What follows belongs to an exercise in optimizing a design on an open flow for small area, a short achievable clock period and few clock cycles; a production flow would make more cautious choices.

==> flow/design.v <==
module conv_window_gen #(
  parameter int unsigned IMG_W  = 30,
  parameter int unsigned IMG_H  = 30,
  parameter int unsigned PIX_W  = 48,
  parameter int unsigned ADDR_W = 10
) (
  input  logic                 clk,
  input  logic                 rst,
  input  logic                 start,
  output logic                 rom_en,
  output logic [ADDR_W-1:0]    rom_addr,
  input  logic [PIX_W-1:0]     rom_data,
  output logic                 win_valid,
  input  logic                 win_ready,
  output logic [9*PIX_W-1:0]   win_data,
  output logic [4:0]           win_row,
  output logic [4:0]           win_col,
  output logic                 busy,
  output logic                 done
);
  localparam int unsigned NPix   = IMG_W * IMG_H;
  localparam int unsigned Depth  = 2 * IMG_W + 2;
  localparam int unsigned NPush  = NPix + IMG_W;        
  localparam int unsigned NMask  = 8;                   
  localparam int unsigned MaskW  = PIX_W / NMask;       
  localparam logic [ADDR_W-1:0] LastPush = ADDR_W'(NPush - 1);
  localparam logic [ADDR_W-1:0] PreWin   = ADDR_W'(IMG_W - 1);
  localparam logic [4:0]        ColLast  = 5'(IMG_W - 1);
  localparam logic [4:0]        ColPre   = 5'(IMG_W - 2);
  localparam logic [4:0]        RowPre   = 5'(IMG_H - 2);
  logic              busy_q, done_q;
  logic              vld_q;             
  logic [ADDR_W-1:0] pix_q;             
  logic              fin_q;             
  logic              win_on_q;          
  logic              win_valid_q;
  logic [4:0]        row_q, col_q;
  logic [8:0]        mask_q [NMask];    
  logic [PIX_W-1:0]  sr_q [Depth];
  logic can_push, push, load_win, last_hs, accept;
  assign can_push = !win_valid_q || win_ready;
  assign push     = vld_q && !fin_q && can_push;
  assign load_win = push && win_on_q;
  assign last_hs  = fin_q && win_valid_q && win_ready;
  assign accept   = start && !busy_q && !done_q;
  logic [4:0] row_n, col_n;
  logic       row_end, col_pre, row_wrap, row_pre;
  assign row_end  = (col_q == ColLast);
  assign col_pre  = (col_q == ColPre);
  assign row_wrap = (row_q == 5'h1f);
  assign row_pre  = (row_q == RowPre);
  assign col_n    = row_end ? 5'd0 : col_q + 1'b1;
  assign row_n    = row_end ? row_q + 1'b1 : row_q;
  logic [8:0] mask_n [NMask];
  for (genvar c = 0; c < NMask; c++) begin : g_mask_n
    logic top_n, bot_n, lft_n, rgt_n;
    assign lft_n = mask_q[c][5];
    assign rgt_n = !mask_q[c][5] && col_pre;
    assign top_n = mask_q[c][5] ? row_wrap : mask_q[c][1];
    assign bot_n = mask_q[c][5] ? row_pre  : mask_q[c][7];
    assign mask_n[c] = {bot_n | rgt_n, bot_n, bot_n | lft_n,
                        rgt_n,         1'b0,  lft_n,
                        top_n | rgt_n, top_n, top_n | lft_n};
  end
  always_ff @(posedge clk or posedge rst) begin
    if (rst) begin
      busy_q      <= 1'b0;
      done_q      <= 1'b0;
      vld_q       <= 1'b0;
      pix_q       <= '0;
      fin_q       <= 1'b0;
      win_on_q    <= 1'b0;
      win_valid_q <= 1'b0;
      row_q       <= '0;
      col_q       <= '0;
    end else begin
      done_q <= last_hs;
      vld_q  <= busy_q && !last_hs;
      if (accept) begin
        busy_q   <= 1'b1;
        pix_q    <= '0;
        fin_q    <= 1'b0;
        win_on_q <= 1'b0;
        row_q    <= 5'h1f;
        col_q    <= ColLast;
      end else begin
        if (last_hs) busy_q <= 1'b0;
        if (push) begin
          pix_q <= pix_q + 1'b1;
          if (pix_q == LastPush) fin_q <= 1'b1;
          if (pix_q == PreWin) win_on_q <= 1'b1;
        end
        if (load_win) begin
          row_q  <= row_n;
          col_q  <= col_n;
        end
      end
      if (load_win) win_valid_q <= 1'b1;
      else if (win_ready) win_valid_q <= 1'b0;
    end
  end
  always_ff @(posedge clk) begin
    for (int c = 0; c < NMask; c++) begin
      if (accept) mask_q[c] <= 9'b000_100_000;
      else if (load_win) mask_q[c] <= mask_n[c];
    end
  end
  always_ff @(posedge clk) begin
    if (push) begin
      sr_q[0] <= ~rom_data;
      for (int t = 1; t < Depth; t++) sr_q[t] <= sr_q[t-1];
    end
  end
  for (genvar i = 0; i < 3; i++) begin : g_row
    for (genvar j = 0; j < 3; j++) begin : g_col
      if (i == 2 && j == 2) begin : g_rom
        for (genvar c = 0; c < NMask; c++) begin : g_slice
          assign win_data[PIX_W*8 + MaskW*c +: MaskW] =
              rom_data[MaskW*c +: MaskW] & ~{MaskW{mask_q[c][8]}};
        end
      end else begin : g_sr
        localparam int unsigned TapIJ = 2 * IMG_W + 1 - i * IMG_W - j;
        for (genvar c = 0; c < NMask; c++) begin : g_slice
          assign win_data[PIX_W*(3*i+j) + MaskW*c +: MaskW] =
              ~(sr_q[TapIJ][MaskW*c +: MaskW] | {MaskW{mask_q[c][3*i+j]}});
        end
      end
    end
  end
  assign rom_en    = busy_q;
  logic [ADDR_W-1:0] addr_go, addr_hold;
  assign addr_go   = (vld_q && !fin_q) ? pix_q + 1'b1 : pix_q;
  assign addr_hold = win_valid_q ? pix_q : addr_go;
  assign rom_addr  = win_ready ? addr_go : addr_hold;
  assign win_valid = win_valid_q;
  assign win_row   = row_q;
  assign win_col   = col_q;
  assign busy      = busy_q;
  assign done      = done_q;
endmodule
export LEC_CHECK = 0
export CAP_MARGIN = 20
export CORE_MARGIN = 2
export CORE_UTILIZATION = 55
export SETUP_SLACK_MARGIN = 2.3
export SLEW_MARGIN = 20
create_clock -name core_clock -period 5.0 [get_ports {clk}]
standard.sh (not shown) runs the stock make flow with config.mk's settings and CLKGATE_MAP_FILE= SYNTH_SCRIPT=/design/flow/synth_recipe.tcl, a recipe that flattens the netlist after the stock synthesis.
==> flow/flow/run.sh <==
#!/bin/bash
# Layout flow: the standard ORFS flow (standard.sh, standard synthesis unchanged) with
#  - a leaner clock tree: larger sink clusters and no dummy loads, so fewer buffer levels;
#  - plain buffers (sky130 buf_1, upsized by timing repair where needed) on every port.
# make's full output goes to flow_make.log here; each ORFS step logs under orfs/logs/.
set -euo pipefail
export CTS_ARGS="-sink_clustering_enable -repair_clock_nets -dont_use_dummy_load -sink_clustering_size 20 -sink_clustering_max_diameter 80"
export BUFFER_PORTS_ARGS="-buffer_cell sky130_fd_sc_hd__buf_1"
bash standard.sh > flow_make.log 2>&1
Edit:
--- a/flow/design.v
+++ b/flow/design.v
@@ -30,8 +30,9 @@
   localparam logic [4:0]        RowPre   = 5'(IMG_H - 2);
   logic              busy_q, done_q;
   logic              vld_q;             
   logic [ADDR_W-1:0] pix_q;             
+  logic [ADDR_W-1:0] pinc_q;            
   logic              fin_q;             
   logic              win_on_q;          
   logic              win_valid_q;
   logic [4:0]        row_q, col_q;
@@ -67,8 +68,9 @@
       busy_q      <= 1'b0;
       done_q      <= 1'b0;
       vld_q       <= 1'b0;
       pix_q       <= '0;
+      pinc_q      <= 1;
       fin_q       <= 1'b0;
       win_on_q    <= 1'b0;
       win_valid_q <= 1'b0;
       row_q       <= '0;
@@ -78,16 +80,18 @@
       vld_q  <= busy_q && !last_hs;
       if (accept) begin
         busy_q   <= 1'b1;
         pix_q    <= '0;
+        pinc_q   <= 1;
         fin_q    <= 1'b0;
         win_on_q <= 1'b0;
         row_q    <= 5'h1f;
         col_q    <= ColLast;
       end else begin
         if (last_hs) busy_q <= 1'b0;
         if (push) begin
-          pix_q <= pix_q + 1'b1;
+          pix_q  <= pinc_q;
+          pinc_q <= pinc_q + 1'b1;
           if (pix_q == LastPush) fin_q <= 1'b1;
           if (pix_q == PreWin) win_on_q <= 1'b1;
         end
         if (load_win) begin
@@ -128,9 +132,9 @@
     end
   end
   assign rom_en    = busy_q;
   logic [ADDR_W-1:0] addr_go, addr_hold;
-  assign addr_go   = (vld_q && !fin_q) ? pix_q + 1'b1 : pix_q;
+  assign addr_go   = (vld_q && !fin_q) ? pinc_q : pix_q;
   assign addr_hold = win_valid_q ? pix_q : addr_go;
   assign rom_addr  = win_ready ? addr_go : addr_hold;
   assign win_valid = win_valid_q;
   assign win_row   = row_q;
The new run completed with no timing, DRC or antenna violations.
Fmax rose by 2.7%.
Synthesized cell count rose by 0.87%.
Core utilization is about the same.
Cell count barely changes.
Worst setup slack gets better by 0.083 ns.
Critical path depth rose by 1.
Count of clock-buffer cells in the layout rose by 1.
Routed wire length rose by 0.39%.
Via count stays flat.
No run of this note included a check of the RTL's function; only the layout flow was run.

## port drivers added, routing unchanged
The flow's constraints put no driver on any port. The routed layouts listed below were extracted and timed again, unchanged, in two steps.
Step 1, drivers: a clkbuf_16 drives clk and a buf_2 each remaining input, both assumed.
Step 2 moves the port delays by t, midway between the first and last clock arrival at a register: inputs arrive t later, outputs are due t later. That takes back most of the time a late clock gives input paths.
a / b / c = no drivers / after step 1 / after step 2; a / b = the first two.
run | t (ns) | slack for setup (ns) | worst register clock-pin slew, ns
the first run | 0.861 | 1.808 / 1.742 / 1.649 | 0.08 / 0.08
the second run | 0.863 | 1.890 / 1.808 / 1.730 | 0.08 / 0.08
After both steps every run listed still meets setup and hold. For the second run, which loses most, drivers alone change the setup slack by -0.082 ns; drivers and shift together by -0.160 ns.
